This is an optimization exercise on Yosys and OpenROAD, whose aim is a short achievable clock period and few clock cycles, not a production implementation.
The RTL was checked by simulation tests, not by an equivalence proof against the original design.
Power figures rest on the tool's default switching activity, not on a simulated workload.

`config.mk`:
```
export PLATFORM = sky130hd
export DESIGN_NAME = processor
export DESIGN_NICKNAME = processor
export VERILOG_FILES = /design/flow/design.v
export SDC_FILE = /design/flow/constraint.sdc
export NUM_CORES = 4
export LEC_CHECK = 0
export ABC_CLOCK_PERIOD_IN_PS = 2500
export CAP_MARGIN = 20
export CORE_MARGIN = 2
export CORE_UTILIZATION = 40
export PLACE_DENSITY = 0.9
export SETUP_SLACK_MARGIN = 2.5
export SLEW_MARGIN = 20
```
`constraint.sdc`:
```
create_clock -name core_clock -period 5.5 [get_ports {clock}]
set_input_delay 1.1000 -clock core_clock [delete_from_list [all_inputs] [get_ports {clock}]]
set_output_delay 1.1000 -clock core_clock [all_outputs]
set_load 0.01 [all_outputs]
```
`design.v`:
```
package cpu_pkg;
    typedef logic [31:0] word_t;
    typedef logic [4:0]  reg_idx_t;
endpackage
`timescale 1ns/1ns
module slt32 (
    input  logic [31:0] a,
    input  logic [31:0] b,
    output logic        lt      
);
    logic [31:0] x, y;
    assign x = {~a[31], a[30:0]};
    assign y = {~b[31], b[30:0]};
    logic [31:0] l0, e0;
    logic [15:0] l1, e1;
    logic [7:0]  l2, e2;
    logic [3:0]  l3, e3;
    logic [1:0]  l4, e4;
    assign l0 = ~x & y;
    assign e0 = ~(x ^ y);
    genvar i;
    for (i = 0; i < 16; i++) begin : g1
        assign l1[i] = l0[2*i+1] | (e0[2*i+1] & l0[2*i]);
        assign e1[i] = e0[2*i+1] & e0[2*i];
    end
    for (i = 0; i < 8; i++) begin : g2
        assign l2[i] = l1[2*i+1] | (e1[2*i+1] & l1[2*i]);
        assign e2[i] = e1[2*i+1] & e1[2*i];
    end
    for (i = 0; i < 4; i++) begin : g3
        assign l3[i] = l2[2*i+1] | (e2[2*i+1] & l2[2*i]);
        assign e3[i] = e2[2*i+1] & e2[2*i];
    end
    for (i = 0; i < 2; i++) begin : g4
        assign l4[i] = l3[2*i+1] | (e3[2*i+1] & l3[2*i]);
        assign e4[i] = e3[2*i+1] & e3[2*i];
    end
    assign lt = l4[1] | (e4[1] & l4[0]);
endmodule
`timescale 1ns/1ns
module carries32 (
    input  logic [31:0] a,
    input  logic [31:0] b,
    input  logic        cin,
    output logic [31:0] c
);
    logic [32:0] g [0:6];
    logic [32:0] p [0:6];
    assign g[0] = {a & b, cin};
    assign p[0] = {a ^ b, 1'b0};
    genvar l, i;
    for (l = 0; l < 6; l++) begin : lvl
        for (i = 0; i < 33; i++) begin : bit_
            if (i >= (1 << l)) begin : comb
                assign g[l+1][i] = g[l][i] | (p[l][i] & g[l][i-(1<<l)]);
                assign p[l+1][i] = p[l][i] & p[l][i-(1<<l)];
            end else begin : pass
                assign g[l+1][i] = g[l][i];
                assign p[l+1][i] = p[l][i];
            end
        end
    end
    assign c = g[6][31:0];
endmodule
module add_simm17 (
    input  logic [31:0] a,
    input  logic [16:0] imm,
    output logic [31:0] s
);
    logic [31:0] c;
    logic [14:0] h0, h1;
    carries32 lo_carries (.a({15'd0, a[16:0]}), .b({15'd0, imm}), .cin(1'b0), .c(c));
    assign s[16:0] = a[16:0] ^ imm ^ c[16:0];
    assign h0 = imm[16] ? a[31:17] - 15'd1 : a[31:17];
    assign h1 = imm[16] ? a[31:17] : a[31:17] + 15'd1;
    assign s[31:17] = ({15{c[17]}} & h1) | ({15{!c[17]}} & h0);
endmodule
`timescale 1ns/1ns
module processor (
    input  logic           clock,
    input  logic           reset,
    output cpu_pkg::word_t address_imem,
    input  cpu_pkg::word_t q_imem,
    output cpu_pkg::word_t address_dmem,
    output cpu_pkg::word_t data,
    output logic           wren,
    input  cpu_pkg::word_t q_dmem,
    output logic             ctrl_writeEnable,
    output cpu_pkg::reg_idx_t ctrl_writeReg,
    output cpu_pkg::reg_idx_t ctrl_readRegA,
    output cpu_pkg::reg_idx_t ctrl_readRegB,
    output cpu_pkg::word_t    data_writeReg,
    input  cpu_pkg::word_t    data_readRegA,
    input  cpu_pkg::word_t    data_readRegB
);
    logic [31:0] pc, pc_q, alt_q;
    logic        rd_q;
    assign pc = rd_q ? alt_q : pc_q;
    logic        e_we;
    logic        e_wev, e_stv, e_brv;
    logic [4:0]  e_dest;
    logic        e_st, e_br, e_bne, e_pred, e_addi, e_dec, e_nz, e_pos, e_neg;
    logic        e_rld, e_rand, e_ror, e_rsll, e_rsra;
    logic [3:0]  e_sh0, e_sh1;
    logic [1:0]  e_sh2;
    logic [31:0] e_a, e_b, e_addr, e_pc1, e_imm;
    logic        e_fa;
    logic        e_rsum, e_cin;
    logic        w_we;
    logic [4:0]  w_dest;
    logic [31:0] w_res;
    logic [31:0] other, res, hs, cy;
    logic [31:0] ins;
    logic [4:0]  op, rd, rs, rt, rb;
    logic        is_r, is_addi, is_lw, is_sw, is_bne, is_blt, is_j, is_jal, is_br, is_mem;
    logic [31:0] imm;
    assign ins     = q_imem;
    assign op      = ins[31:27];
    assign rd      = ins[26:22];
    assign rs      = ins[21:17];
    assign rt      = ins[16:12];
    assign imm     = {{15{ins[16]}}, ins[16:0]};
    assign is_r    = (op == 5'b00000);
    assign is_addi = (op == 5'b00101);
    assign is_lw   = (op == 5'b01000);
    assign is_sw   = (op == 5'b00111);
    assign is_bne  = (op == 5'b00010);
    assign is_blt  = (op == 5'b00110);
    assign is_j    = (op == 5'b00001);
    assign is_jal  = (op == 5'b00011);
    assign is_br   = is_bne | is_blt;
    assign is_mem  = is_lw | is_sw;
    assign rb      = ins[28] ? rd : rt;
    assign address_imem  = pc;
    assign ctrl_readRegA = rs;
    assign ctrl_readRegB = rb;
    logic        fd_we;
    logic [4:0]  fd_dest;
    assign fd_we   = ((is_r | is_addi | is_lw) && rd != 5'd0) || is_jal;
    assign fd_dest = is_jal ? 5'd31 : rd;
    logic        wfa, wfb, wf_rt, wf_rd, eha, ehb, eh_rt, eh_rd;
    logic [31:0] ra, rbv;
    assign wfa   = w_we && (w_dest == rs);
    assign wf_rt = w_we && (w_dest == rt);
    assign wf_rd = w_we && (w_dest == rd);
    assign wfb   = ins[28] ? wf_rd : wf_rt;
    assign ra    = wfa ? w_res : data_readRegA;
    assign rbv   = wfb ? w_res : data_readRegB;
    assign eha   = e_wev && (e_dest == rs);
    assign eh_rt = e_wev && (e_dest == rt);
    assign eh_rd = e_wev && (e_dest == rd);
    assign ehb   = ins[28] ? eh_rd : eh_rt;
    logic [31:0] pc1, br_target, fd_next, pc_next;
    logic        fd_resolved, take_br, stall, mispredict, kill;
    logic        is_shift;
    logic [31:0] alt1_q, pcq1;
    logic [31:0] bt_cy;
    assign pcq1      = pc_q + 32'd1;
    assign pc1       = ({32{rd_q}} & alt1_q) | ({32{!rd_q}} & pcq1);
    carries32 bt_carries (.a(pc_q), .b(imm), .cin(1'b1), .c(bt_cy));
    assign br_target = pc_q ^ imm ^ bt_cy;
    assign fd_resolved = !(eha || eh_rd || wfa || wf_rd);
    logic pred;
    assign pred        = imm[31] || is_bne;
    logic        fuse_ok, fused_taken;
    assign fuse_ok     = e_wev && e_addi && !e_fa &&
                         ((rs == 5'd0 && rd == e_dest) || (rd == 5'd0 && rs == e_dest)) &&
                         (is_bne || (is_blt && e_dec));
    assign fused_taken = is_bne ? e_nz : ((rd == 5'd0) ? e_pos : e_neg);
    logic fd_ne, fd_lt, k_ne, k_lt, k_other;
    assign fd_ne   = (data_readRegA != data_readRegB);
    slt32 fd_cmp (.a(data_readRegB), .b(data_readRegA), .lt(fd_lt));
    assign k_ne    = is_bne && !rd_q && fd_resolved;
    assign k_lt    = is_blt && !rd_q && fd_resolved;
    assign k_other = is_br && !rd_q && !fd_resolved && (fuse_ok ? fused_taken : pred);
    assign take_br = (k_ne && fd_ne) || (k_lt && fd_lt) || k_other;
    assign stall = (is_mem && (eha || wfa)) || (rd_q && is_br);
    assign kill  = stall;
    logic [31:0] nbr_next;
    always_comb begin
        if (is_j || is_jal) begin
            nbr_next = {5'b0, ins[26:0]};
        end else if (stall) begin
            nbr_next = pc;
        end else begin
            nbr_next = pc1;
        end
    end
    assign fd_next = ({32{take_br}} & br_target) | ({32{!take_br}} & nbr_next);
    assign pc_next = fd_next;
    logic [31:0] addr_rf;
    add_simm17 addr_add (.a(data_readRegA), .imm(ins[16:0]), .s(addr_rf));
    logic [4:0] fn;
    logic       fn_add, fn_sub, fn_and, fn_or, fn_sll, fn_sra;
    assign fn     = ins[6:2];
    assign fn_add = is_r && fn == 5'd0;
    assign fn_sub = is_r && fn == 5'd1;
    assign fn_and = is_r && fn == 5'd2;
    assign fn_or  = is_r && fn == 5'd3;
    assign fn_sll = is_r && fn == 5'd4;
    assign fn_sra = is_r && fn == 5'd5;
    assign is_shift = fn_sll || fn_sra;
    logic fa_d, fb_d;
    assign fa_d = eha && !is_jal;
    assign fb_d = ehb && !is_addi && !is_jal;
    logic nz_rf, nz_w, pos_rf, pos_w, neg_rf, neg_w;
    assign nz_rf  = ((data_readRegA ^ imm) != {data_readRegA[30:0] | imm[30:0], 1'b0});
    assign nz_w   = ((w_res ^ imm) != {w_res[30:0] | imm[30:0], 1'b0});
    assign pos_rf = (!data_readRegA[31] && |data_readRegA[30:1]) || (data_readRegA[31] && ~|data_readRegA[30:0]);
    assign pos_w  = (!w_res[31] && |w_res[30:1]) || (w_res[31] && ~|w_res[30:0]);
    assign neg_rf = (data_readRegA[31] && |data_readRegA[30:0]) || ~|data_readRegA;
    assign neg_w  = (w_res[31] && |w_res[30:0]) || ~|w_res;
    logic [31:0] an, bn, af0, af1, bf0, bf1, a_c0, a_c1, b_c0, b_c1;
    assign an   = is_jal ? pc1 : ra;
    assign bn   = is_addi ? imm : (is_jal ? 32'd0 : (fn_sub ? ~rbv : rbv));
    assign af0  = ({32{e_rsum}} & hs) | other;
    assign af1  = ({32{e_rsum}} & ~hs) | other;
    assign bf0  = af0 ^ {32{fn_sub}};
    assign bf1  = af1 ^ {32{fn_sub}};
    assign a_c0 = ({32{fa_d}} & af0) | ({32{!fa_d}} & an);
    assign a_c1 = ({32{fa_d}} & af1) | ({32{!fa_d}} & an);
    assign b_c0 = ({32{fb_d}} & bf0) | ({32{!fb_d}} & bn);
    assign b_c1 = ({32{fb_d}} & bf1) | ({32{!fb_d}} & bn);
    always_ff @(posedge clock) begin
        if (reset) begin
            rd_q   <= 1'b1;
            e_we   <= 1'b0;
            e_st   <= 1'b0;
            e_br   <= 1'b0;
        end else begin
            rd_q   <= mispredict;
            e_we   <= fd_we && !kill;
            e_st   <= is_sw && !kill;
            e_br   <= is_br && !fd_resolved && !fuse_ok && !kill;
        end
    end
    always_ff @(posedge clock) begin
        pc_q   <= pc_next;
        e_addr <= addr_rf;
        alt_q  <= reset ? 32'd0 : e_alt;
        alt1_q <= reset ? 32'd1 : e_alt1;
        e_dest <= fd_dest;
        e_bne  <= is_bne;
        e_pred <= pred;
        e_addi <= is_addi;
        e_dec  <= (ins[16:0] == 17'h1ffff);
        e_nz   <= wfa ? nz_w : nz_rf;
        e_pos  <= wfa ? pos_w : pos_rf;
        e_neg  <= wfa ? neg_w : neg_rf;
        e_rsum <= fn_add || fn_sub || is_addi || is_jal;
        e_cin  <= fn_sub;
        e_rld  <= is_lw;
        e_rand <= fn_and;
        e_ror  <= fn_or;
        e_rsll <= fn_sll;
        e_rsra <= fn_sra;
        e_sh0  <= 4'b0001 << ins[8:7];
        e_sh1  <= 4'b0001 << ins[10:9];
        e_sh2  <= {ins[11], !ins[11]};
        e_a    <= (cy & a_c1) | (~cy & a_c0);
        e_b    <= (cy & b_c1) | (~cy & b_c0);
        e_pc1  <= pc1;
        e_imm  <= imm;
        e_fa   <= fa_d;
    end
    logic [31:0] l1, l2, shl, r1, r2, shr;
    assign l1  = ({32{e_sh0[0]}} & e_a) | ({32{e_sh0[1]}} & (e_a << 1)) |
                 ({32{e_sh0[2]}} & (e_a << 2)) | ({32{e_sh0[3]}} & (e_a << 3));
    assign l2  = ({32{e_sh1[0]}} & l1) | ({32{e_sh1[1]}} & (l1 << 4)) |
                 ({32{e_sh1[2]}} & (l1 << 8)) | ({32{e_sh1[3]}} & (l1 << 12));
    assign shl = ({32{e_sh2[0]}} & l2) | ({32{e_sh2[1]}} & (l2 << 16));
    assign r1  = ({32{e_sh0[0]}} & e_a) | ({32{e_sh0[1]}} & 32'($signed(e_a) >>> 1)) |
                 ({32{e_sh0[2]}} & 32'($signed(e_a) >>> 2)) | ({32{e_sh0[3]}} & 32'($signed(e_a) >>> 3));
    assign r2  = ({32{e_sh1[0]}} & r1) | ({32{e_sh1[1]}} & 32'($signed(r1) >>> 4)) |
                 ({32{e_sh1[2]}} & 32'($signed(r1) >>> 8)) | ({32{e_sh1[3]}} & 32'($signed(r1) >>> 12));
    assign shr = ({32{e_sh2[0]}} & r2) | ({32{e_sh2[1]}} & 32'($signed(r2) >>> 16));
    logic        taken_e, ne, lt;
    assign hs = e_a ^ e_b;
    carries32 alu_carries (.a(e_a), .b(e_b), .cin(e_cin), .c(cy));
    always_comb begin
        other = 32'd0;
        if (e_rld)  other = other | q_dmem;
        if (e_rand) other = other | (e_a & e_b);
        if (e_ror)  other = other | (e_a | e_b);
        if (e_rsll) other = other | shl;
        if (e_rsra) other = other | shr;
    end
    assign res = (cy & af1) | (~cy & af0);
    assign ne = (e_a != e_b);
    slt32 e_cmp (.a(e_b), .b(e_a), .lt(lt));
    assign taken_e    = e_bne ? ne : lt;
    assign e_wev      = e_we && !rd_q;
    assign e_stv      = e_st && !rd_q;
    assign e_brv      = e_br && !rd_q;
    assign mispredict = e_brv && (taken_e != e_pred);
    logic [31:0] e_alt, e_alt1, e_pc2;
    logic [32:0] e_bt, e_bt1;
    assign e_pc2  = e_pc1 + 32'd1;
    assign e_bt   = {1'b0, e_pc1} + {1'b0, e_imm};
    assign e_bt1  = {e_pc1, 1'b1} + {e_imm, 1'b1};
    assign e_alt  = e_pred ? e_pc1 : e_bt[31:0];
    assign e_alt1 = e_pred ? e_pc2 : e_bt1[32:1];
    assign address_dmem = e_addr;
    assign data         = e_b;
    assign wren         = e_stv;
    always_ff @(posedge clock) begin
        if (reset) begin
            w_we <= 1'b0;
        end else begin
            w_we <= e_wev;
        end
    end
    always_ff @(posedge clock) begin
        w_dest <= e_dest;
        w_res  <= res;
    end
    assign ctrl_writeEnable = w_we;
    assign ctrl_writeReg    = w_dest;
    assign data_writeReg    = w_res;
endmodule
```
`run.sh`:
```
#!/bin/bash
# synth_recipe.tcl (not shown) runs the flow's synth.tcl, then flattens the netlist and writes it again
# the make line also repeats each setting of config.mk as NAME=value (left out here)
make -C /OpenROAD-flow-scripts/flow DESIGN_CONFIG=/design/flow/config.mk WORK_HOME=/design/flow/orfs CLKGATE_MAP_FILE= SYNTH_SCRIPT=/design/flow/synth_recipe.tcl finish
```
==> flow_summary_export.csv, run 1 <==
group,metric,value,unit
timing,worstMarginPinSlew,1020,ps
synthesis,synth_enable_flop_cells,0,
synthesis,ys_ff_latch,312,
pwr,ir_drop,0.000287,V
setup_path,critical_path_required,6020,ps
setup_path,critPathKind,"flip-flop to flip-flop",
synthesis,synth-main-ff-cell,"dfxtp_1",
routing,via_per_inst,6.52,
synthesis,syn-num-nets,4148,
layout,drive_above_1_share,0.222,
placement,hpwl,106,mm
placement,port_buffers,274,
clock_tree,cts_num_sinks,312,
setup_path,critPathMaxStageDelay,550,ps
synthesis,ys_warn_count,4,
timing,timing.setup.tns,0,ps
grt,grt_overflow,0,
layout,fin_area,0.0373,mm²
hold_path,min_path_type,"flip-flop to flip-flop",
floorplanning,initial_core_util,0.403,
layout,area_growth,32.6,%
layout,multi_input_area,0.0223,mm²
placement,post_dp_cell_area,0.0319,mm²
routing,dr.pass1.iters,6,
pwr,power_density,275,mW/mm²
grt,grt_pass1_wl,208,mm
synthesis,syn_area_per_cell,7.52,µm²
setup_path,slowest_stage,"o21ai_1",
layout,mostFrequentLayoutCells,"nand2_1, nor2_1, a21oi_1, dfxtp_1, inv_1",
setup_path,end_kind,"flip-flop",
hold_path,min_to,"w_dest[1]",
timing,max_slew_margin,0.312,
synthesis,async_flop_share,0,
timing,hold_viol,0,
layout,nNetsFinal,4523,
routing,drtIter0Drc,4702,
setup_path,crit_chain,"ha_1 > and3_1 > nand3_1 > nor2_1 > nand2_1 > xor2_1 > o21ai_1 > mux2i_1 > o21ai_0 > mux2_2",
floorplanning,die-area,0.0724,mm²
floorplanning,dieWidth,269,µm
pwr,leakage,15.5,nW
floorplanning,ios,275,
setup_path,rr_startpoint,"pc_q[1]",
clock_tree,cts_tree,"built",
hold_path,hold_depth,0,
setup_path,worstPathMaxFanout,5,
setup_path,cp.buffers_inverters,0,
routing,vias,33134,
layout,num-fill-cells,6228,
clock_tree,clk_pin_slew,80,ps
routing,drt-total-wl,149,mm
placement,gp_congestion,1.07,
clock_tree,clk_latency,590,ps
timing,fin_worst_skew,26.4,ps
synthesis,yosysUniqueCellTypes,90,
timing,setup_viol,0,
floorplanning,core,0.0698,mm²
hold_path,hp-start,"e_dest[1]",
synthesis,ys_seq_area_frac,0.222,
clock_tree,cts_made_buffers,35,
routing,ant_nets,0,
synthesis,netlist.area_leader.share,0.222,
setup_path,crit_cells,10,
run_status,status,"timing/DRC/antenna clean",
setup_path,cp_data_arrival_time,3890,ps
timing,period_share,0.614,
synthesis,synth_largest_area_cell,"dfxtp_1",
floorplanning,num_rows,97,
setup_path,rr_endpoint,"pc_q[10]",
setup_path,reg2reg_depth,10,
timing,maxSlewViolCount,0,
synthesis,synthTopCellsByArea,"dfxtp_1, ha_1, o21ai_0",
run,drv_cap,0,
grt,grt_max_degree,67,
layout,seq_area,0.00641,mm²
clock_tree,clock-root-buffer,"clkbuf_16",
synthesis,synthCells,3739,
clock_tree,cts-htree-levels,2,
routing,drc,0,
timing,rsz0062_at_grt,"true",
setup_path,start_kind,"flip-flop",
synthesis,netlist_area,0.0281,mm²
timing,fin_crit,3380,ps
floorplanning,die_h,269,µm
setup_path,r2r_slack,2120,ps
layout,final_common_cell,"nand2_1",
routing,wl_per_cell,29.2,µm
grt,track_usage,0.380,
grt,antenna_found_initial,8,
clock_tree,clk_path_buf_depth,3,
setup_path,cp_top_family,"simple AND/OR/NAND/NOR gates",
timing,timing.fmax,0.296,GHz
grt,grt_pass1_vias,31301,
cells by family (layout without fill, tap and decap cells):
logic type | Yosys count | count (layout) | synth area share
AOI/OAI and AO/OA | 1140 | 1140 | 0.264
xor gates and xnor gates | 281 | 281 | 0.0875
adders and majority gates | 279 | 279 | 0.125
buffers and inverters | 486 | 885 | 0.0672
DFF | 312 | 312 | 0.222
muxes | 136 | 136 | 0.0509
other | 0 | 4 | 0
and+or+nand+nor | 1105 | 1106 | 0.183
metrics by stage:
| step | utilization | total power, mW | worst slack [ps] | hold slack (ps) | cells |
|---|---|---|---|---|---|
| floorplan | - | 5.34 | 2150 | 395 | 3739 |
| global placement | 0.457 | 6.84 | 849 | 413 | 4808 |
| detailed placement | 0.457 | 6.87 | 796 | 415 | 4808 |
| CTS | 0.517 | 9.67 | 2310 | 421 | 5024 |
| global route | 0.534 | 10.6 | 2200 | 437 | 5080 |
| finish | 0.534 | 10.3 | 2120 | 428 | 5083 |
power by group:
| part | total, mW | switching, mW | internal, mW |
|---|---|---|---|
| sequential | 2.99 | 0.427 | 2.57 |
| clock | 2.46 | 1.07 | 1.39 |
| combinational | 4.81 | 2.85 | 1.96 |
area by class of cell:
type | instances | area share
well taps | 940 | 0.0316
repair inverters | 1 | 0.000235
clock inverters | 15 | 0.00473
multi-input cells | 2942 | 0.599
diodes | 4 | 0.000269
repair buffers | 560 | 0.138
flip-flops and latches | 312 | 0.172
clock buffers | 47 | 0.0260
inverters | 262 | 0.0280
worst max path at each step:
stage	start	end	slack, ps
after global routing	q_imem[4]	pc_q[15]	2200
after floorplan	q_imem[23]	pc_q[1]	2150
after CTS	q_imem[12]	ctrl_readRegB[0]	2310
after global placement	q_imem[29]	pc_q[3]	850
final	pc_q[1]	pc_q[10]	2120
after detailed placement	q_imem[29]	pc_q[4]	800
synthesized netlist by cell type (all sizes together), types with 26 or more instances:
library cell  number
nand2            400
dfxtp            312
o21ai            311
a21oi            293
nor2             279
ha               276
inv              258
clkbuf           180
xnor2            168
xor2             113
nand4             91
a22oi             81
mux2i             80
nand3             71
a21o              69
mux2              56
nor4              55
nor3              53
a211oi            49
a22o              46
buf               44
o211ai            34
nand2b            29
o21bai            27
and3              26
repair_timing:
action,CTS,global route
gates resized for setup,751,319
setup buffers,146,52
pin swaps,125,111
cloned,8,3
hold buffers,0,0
setup endpoints to repair,219,151
layer usage:
layer | wire [µm] | up-vias | GRT usage
met5 | 44 | - | 0
met4 | 13500 | 8 | 0.281
met3 | 18000 | 686 | 0.0985
met2 | 63600 | 2643 | 0.581
met1 | 53400 | 15590 | 0.460
li1 | - | 14207 | -
state kept, by name (all words and copies together) (netlist names), 4 cells and up:
register  cells
e_addr       32
e_sh1         4
w_res        32
e_sh0         4
e_a          32
e_b          32
w_dest        5
alt1_q       32
e_pc1        32
e_dest        5
alt_q        32
e_imm        17
pc_q         32
Testbench counts, summed over its fixed seeds: cycles 27,831.
==> run 2, diff against run 1 <==
--- a/config.mk
+++ b/config.mk
@@ -8,7 +8,7 @@
 export ABC_CLOCK_PERIOD_IN_PS = 2500
 export CAP_MARGIN = 20
 export CORE_MARGIN = 2
-export CORE_UTILIZATION = 40
-export PLACE_DENSITY = 0.9
+export CORE_UTILIZATION = 55
+export PLACE_DENSITY = 0.75
 export SETUP_SLACK_MARGIN = 2.5
 export SLEW_MARGIN = 20
==> flow_summary_export.csv, run 2 <==
group,metric,value,unit
run_status,status,"timing/DRC/antenna clean",
clock_tree,cts_made_buffers,37,
timing,fin_worst_skew,32.8,ps
synthesis,yosys-top-cells-count,"nand2_1, dfxtp_1, o21ai_0",
timing,rsz0062_at_grt,"true",
synthesis,synth_top_family_by_area,"compound AO/OA/AOI/OAI gates",
timing,fin_crit,3280,ps
synthesis,ys_seq_area_frac,0.222,
clock_tree,cts_tree,"built",
routing,drt-total-wl,139,mm
synthesis,synthAdderAreaFrac,0.125,
layout,drive_above_1_share,0.224,
clock_tree,clock-root-buffer,"clkbuf_16",
setup_path,rr_startpoint,"pc_q[0]",
setup_path,endpoint,"e_addr[29]",
routing,ant_nets,0,
placement,hpwl,99.8,mm
grt,track_usage,0.489,
synthesis,synth_largest_area_cell,"dfxtp_1",
synthesis,synth-xor-area-share,0.0875,
setup_path,reg2reg_depth,10,
layout,area_growth,31.9,%
hold_path,min_path_type,"flip-flop to flip-flop",
layout,num-fill-cells,3858,
synthesis,synthCells,3739,
synthesis,synth_enable_flop_cells,0,
clock_tree,ctsHoldBuffers,0,
timing,maxSlewViolCount,0,
routing,via_per_inst,6.85,
grt,antenna_found_initial,12,
timing,period_share,0.596,
clock_tree,cts-htree-levels,2,
floorplanning,initial_core_util,0.559,
clock_tree,clk_latency,600,ps
timing,setup_viol,0,
routing,dr.pass1.iters,12,
pwr,ir_drop,0.000376,V
clock_tree,clk_path_buf_depth,3,
floorplanning,die_h,230,µm
pwr,power_density,277,mW/mm²
placement,port_buffers,274,
synthesis,ys_warn_count,4,
synthesis,synthTopCellsByArea,"dfxtp_1, ha_1, o21ai_0",
setup_path,critical_path_required,5970,ps
setup_path,crit_start,"q_imem[1]",
layout,final_common_cell,"nand2_1",
synthesis,synth_compound_gate_area_share,0.264,
pwr,leakage,15.4,nW
timing,worstMarginPinSlew,1330,ps
floorplanning,core,0.0503,mm²
layout,fin_area,0.0371,mm²
grt,grt_pass1_vias,30824,
synthesis,synth-main-ff-cell,"dfxtp_1",
timing,max_slew_margin,0.106,
synthesis,netlist_area,0.0281,mm²
grt,grt_overflow,0,
routing,vias,33089,
run,drv_cap,0,
clock_tree,cts_num_sinks,312,
floorplanning,dieWidth,230,µm
timing,timing.setup.tns,0,ps
synthesis,ys_ff_latch,312,
setup_path,cp_data_arrival_time,3750,ps
synthesis,async_flop_share,0,
setup_path,worstPathMaxFanout,5,
floorplanning,num_rows,82,
layout,seq_area,0.00639,mm²
setup_path,rr_endpoint,"pc_q[14]",
timing,hold_viol,0,
setup_path,start_kind,"input port",
routing,drtIter0Drc,4811,
synthesis,synth.area.mux_share,0.0509,
synthesis,synth_most_common_cell,"nand2_1",
timing,timing.fmax,0.305,GHz
layout,multi_input_area,0.0223,mm²
clock_tree,clk_pin_slew,60,ps
routing,drc,0,
grt,grt_max_degree,60,
synthesis,yosysUniqueCellTypes,90,
setup_path,end_kind,"flip-flop",
synthesis,yosys.area_share.simple,0.183,
setup_path,r2r_slack,2220,ps
placement,post_dp_cell_area,0.0316,mm²
floorplanning,ios,275,
placement,gp_congestion,1.09,
grt,grt_pass1_wl,196,mm
setup_path,critPathKind,"input port to flip-flop",
layout,nNetsFinal,4535,
layout,mostFrequentLayoutCells,"nand2_1, nor2_1, dfxtp_1, a21oi_1, inv_1",
floorplanning,die-area,0.0529,mm²
synthesis,netlist.area_leader.share,0.222,
synthesis,syn_area_per_cell,7.52,µm²
routing,wl_per_cell,28.8,µm
synthesis,syn-num-nets,4148,
-- run 2: cell counts after synthesis --
No cell type changed its count.
-- run 2: worst min-delay path by stage --
stage | from | endpoint | slack, ps | depth (start not counted)
6_report | e_dest[3] | w_dest[3] | 410 | 0
5_1_grt | e_dest[3] | w_dest[3] | 430 | 0
4_1_cts | e_dest[3] | w_dest[3] | 410 | 0
3_5_place_dp | e_dest[3] | w_dest[3] | 420 | 0
3_3_place_gp | e_dest[2] | w_dest[2] | 420 | 0
2_1_floorplan | e_dest[1] | w_dest[1] | 400 | 0
-- run 2: power breakdown --
part           internal (mW)  total [mW]  switching (mW)
combinational           1.97        4.73            2.76
sequential              2.57        2.97           0.409
clock                   1.47        2.58            1.11
total                   6.01        10.3            4.28
-- run 2: metal layers --
| metal | wire length, µm | vias up | GRT usage | part of all wire |
|---|---|---|---|---|
| li1 | - | 14225 | - | - |
| met5 | 210 | - | 0 | 0.0015 |
| met3 | 19000 | 878 | 0.162 | 0.14 |
| met4 | 13900 | 12 | 0.363 | 0.099 |
| met1 | 47800 | 15287 | 0.566 | 0.34 |
| met2 | 58500 | 2687 | 0.751 | 0.42 |
-- run 2: cell type report --
type	count	area share
Multi-Input combinational cell	2942	0.601
Inverter	262	0.0276
Timing Repair Buffer	571	0.142
Clock buffer	50	0.0288
Tap cell	672	0.0227
Clock inverter	15	0.00476
Antenna cell	7	0.000472
Sequential cell	312	0.172
-- run 2: what timing repair did --
item,in CTS,in global routing
gates cloned,9,4
endpoints found under the setup margin,209,158
buffers inserted,110,92
pin swaps,102,124
endpoints found under the hold margin,0,0
resized for setup,653,383
-- run 2: worst max-delay path, stage by stage --
cell,delay [ps]
buf_8,80
clkinvlp_4,190
buf_6,190
ha_4,230
a211oi_4,270
o21a_1,230
nor3_4,60
o211ai_1,350
a31oi_4,230
nor2_2,160
nand2_1,130
o41ai_2,380
xnor2_1,130
-- run 2: kinds of logic (layout without fill, tap and decap cells) --
logic type / count (synthesis) / in the layout
fa+ha+maj: 279 / 279
flops: 312 / 312
simple gates: 1105 / 1105
compound gates: 1140 / 1141
buf+inv: 486 / 898
other cells: 0 / 7
mux: 136 / 136
xor+xnor: 281 / 281
-- run 2: through the flow --
| stage | total power, mW | utilization | hold WS, ps | std cells | setup WS, ps |
|---|---|---|---|---|---|
| 2_1_floorplan | 5.34 | - | 395 | 3739 | 2150 |
| 3_3_place_gp | 6.87 | 0.628 | 420 | 4544 | 946 |
| 3_5_place_dp | 6.88 | 0.628 | 419 | 4544 | 896 |
| 4_1_cts | 9.75 | 0.703 | 413 | 4728 | 2310 |
| 5_1_grt | 10.6 | 0.737 | 430 | 4824 | 2160 |
| 6_report | 10.3 | 0.738 | 414 | 4831 | 2220 |
==> run 3, diff against run 2 <==
==> flow/run.sh (new file) <==
#!/bin/bash
# The standard layout, with the port buffers made of buf_4 cells instead of
# the default choice; every tool's output goes to standard.log in this folder.
set -euo pipefail
export BUFFER_PORTS_ARGS="-buffer_cell sky130_fd_sc_hd__buf_4"
bash standard.sh > standard.log 2>&1
==> standard.sh (new file) <==
#!/bin/bash
# synth_recipe.tcl (not shown) runs the flow's synth.tcl, then flattens the netlist and writes it again
# the make line also repeats each setting of config.mk as NAME=value (left out here)
make -C /OpenROAD-flow-scripts/flow DESIGN_CONFIG=/design/flow/config.mk WORK_HOME=/design/flow/orfs CLKGATE_MAP_FILE= SYNTH_SCRIPT=/design/flow/synth_recipe.tcl "${@:-finish}"
--- a/config.mk
+++ b/config.mk
@@ -8,7 +8,7 @@
 export ABC_CLOCK_PERIOD_IN_PS = 2500
 export CAP_MARGIN = 20
 export CORE_MARGIN = 2
-export CORE_UTILIZATION = 55
+export CORE_UTILIZATION = 40
 export PLACE_DENSITY = 0.75
 export SETUP_SLACK_MARGIN = 2.5
 export SLEW_MARGIN = 20
removed: run.sh
==> flow_summary_export.csv, run 3 <==
group,metric,value,unit
clock_tree,clock-root-buffer,"clkbuf_16",
layout,mostFrequentLayoutCells,"buf_4, nand2_1, nor2_1, a21oi_1, dfxtp_1",
placement,hpwl,107,mm
layout,final_common_cell,"buf_4",
grt,grt_pass1_wl,202,mm
setup_path,cp_data_arrival_time,2150,ps
synthesis,synthCells,3739,
routing,drt-total-wl,143,mm
routing,met1_length,53.9,mm
layout,area_growth,26.1,%
setup_path,end_kind,"output pin",
setup_path,critPathKind,"input port to output pin",
synthesis,netlist.area_leader.share,0.222,
synthesis,syn-num-nets,4148,
routing,drc,0,
layout,final_cells,4987,
grt,grt_max_degree,84,
routing,via_per_inst,6.38,
timing,worstMarginPinSlew,1110,ps
timing,timing.setup.tns,0,ps
routing,dr_wl_met3,16.5,mm
placement,gp_congestion,1.08,
grt,antenna_found_initial,4,
routing,top_layer,"met5",
setup_path,worstPathMaxFanout,36,
routing,vias,31827,
floorplanning,num_rows,97,
clock_tree,cts_num_sinks,312,
setup_path,start_kind,"input port",
routing,dr_wl_met2,62.4,mm
pwr,leakage,15.0,nW
clock_tree,cts_made_buffers,36,
timing,timing.fmax,0.307,GHz
run_status,status,"timing/DRC/antenna clean",
placement,numPlacedInstances,4779,
synthesis,async_flop_share,0,
routing,dr.pass1.iters,6,
placement,port_buffers,274,
floorplanning,die_h,269,µm
floorplanning,initial_core_util,0.403,
synthesis,ys_ff_latch,312,
hold_path,min_path_type,"flip-flop to flip-flop",
layout,drive_above_1_share,0.232,
grt,grt_pass1_vias,29752,
timing,period_share,0.592,
synthesis,yosys-top-cells-count,"nand2_1, dfxtp_1, o21ai_0",
synthesis,ys_seq_area_frac,0.222,
run,drv_cap,0,
floorplanning,core,0.0698,mm²
synthesis,synth_most_common_cell,"nand2_1",
clock_tree,clk_path_buf_depth,3,
synthesis,synth_enable_flop_cells,0,
synthesis,synthTopCellsByArea,"dfxtp_1, ha_1, o21ai_0",
synthesis,synth_largest_area_cell,"dfxtp_1",
floorplanning,ios,275,
clock_tree,clk_pin_slew,60,ps
synthesis,synth-main-ff-cell,"dfxtp_1",
routing,wl_per_cell,28.7,µm
synthesis,netlist_area,0.0281,mm²
timing,fin_crit,3250,ps
timing,fin_worst_skew,28.8,ps
setup_path,critical_path_required,4400,ps
grt,track_usage,0.372,
timing,rsz0062_at_grt,"true",
synthesis,ys_warn_count,4,
timing,max_slew_margin,0.252,
timing,hold_viol,0,
floorplanning,dieWidth,269,µm
clock_tree,cts_tree,"built",
layout,nNetsFinal,4428,
timing,setup_viol,0,
routing,drtIter0Drc,4626,
pwr,power_density,280,mW/mm²
pwr,ir_drop,0.000244,V
synthesis,syn_area_per_cell,7.52,µm²
grt,grt_overflow,0,
floorplanning,die-area,0.0724,mm²
synthesis,yosysUniqueCellTypes,90,
timing,maxSlewViolCount,0,
clock_tree,cts-htree-levels,2,
routing,ant_nets,0,
clock_tree,clk_latency,570,ps
-- run 3: layout make-up --
| type | count | area [µm²] |
|---|---|---|
| diodes | 2 | 5.00 |
| clock buffers | 47 | 1010 |
| clock inverters | 17 | 174 |
| fillers | 6676 | 34300 |
| inverters | 262 | 1020 |
| multi-input cells | 2943 | 21700 |
| flip-flops and latches | 312 | 6430 |
| well taps | 940 | 1180 |
| repair buffers | 464 | 3970 |
-- run 3: worst paths after layout --
check / cells after the start / slack, ps / startpoint / end
worst max-delay path: 4 / 2250 / q_imem[16] / ctrl_readRegB[4]
worst min-delay path: 0 / 450 / e_dest[3] / w_dest[3]
worst max register to register: 12 / 2400 / e_b[8] / e_b[26]
worst min register to register: 0 / 450 / e_dest[3] / w_dest[3]
-- run 3: stage by stage --
stage,worst slack (ps),cell area (µm²),hold WS (ps),util,total power [mW]
2_1_floorplan,2150,28300,395,-,5.34
3_3_place_gp,1390,31000,456,0.444,6.82
3_5_place_dp,1290,31000,442,0.444,6.81
4_1_cts,2310,34300,451,0.491,9.57
5_1_grt,2260,35400,452,0.508,10.3
6_report,2250,35500,452,0.508,9.92
-- run 3: power breakdown --
group          internal, mW  switching, mW
clock                  1.41           1.07
sequential             2.56          0.390
combinational          1.79           2.70
-- run 3: cell families after synthesis --
family,count (synthesis),share of synthesized area
xor+xnor,281,0.0875
fa+ha+maj,279,0.125
buf+inv,486,0.0672
compound gates,1140,0.264
simple gates,1105,0.183
flops,312,0.222
mux,136,0.0509
-- run 3: worst max-delay path, cell delays in order --
cell,delay [ps]
buf_6,250
clkinv_8,240
o21ai_2,360
buf_4,190
-- run 3: what timing repair did --
item                                    4_1_cts  5_1_grt
pin swaps                                    71       64
resized for setup                           332      198
endpoints found under the setup margin      189      128
buffers inserted                             91       44
hold buffers                                  0        0
cloned                                        5        2
-- run 3: metal layers --
layer	global-route usage	up-vias
li1	-	13986
met1	0.481	15036
met2	0.583	2323
met3	0.0663	480
met4	0.214	2
met5	0	-

re-timing with driven ports:
Ports are ideal in the flow. The routed layouts listed here were re-timed in OpenROAD. Step 1, drivers: a clkbuf_16 drives clock and a buf_2 each remaining input, both assumed. Step 2 times the ports against the registers' clock, not the clock port: input delays grow and output delays shrink by t, the midpoint of the rising clock arrivals with the driver on. a / b / c = ideal ports / drivers / drivers and shift; a / b = the first two.
run	t, ns	setup slack, ns	worst setup path after step 2
run 1	0.629	2.121 / 2.121 / 1.604	input to register
run 2	0.651	2.222 / 2.222 / 1.583	input to register
run 3	0.619	2.246 / 2.207 / 1.702	input to register
After both steps every run listed still meets setup and hold. For run 2, which loses most, drivers alone change the setup slack by 0.000 ns; drivers and shift together by -0.639 ns.
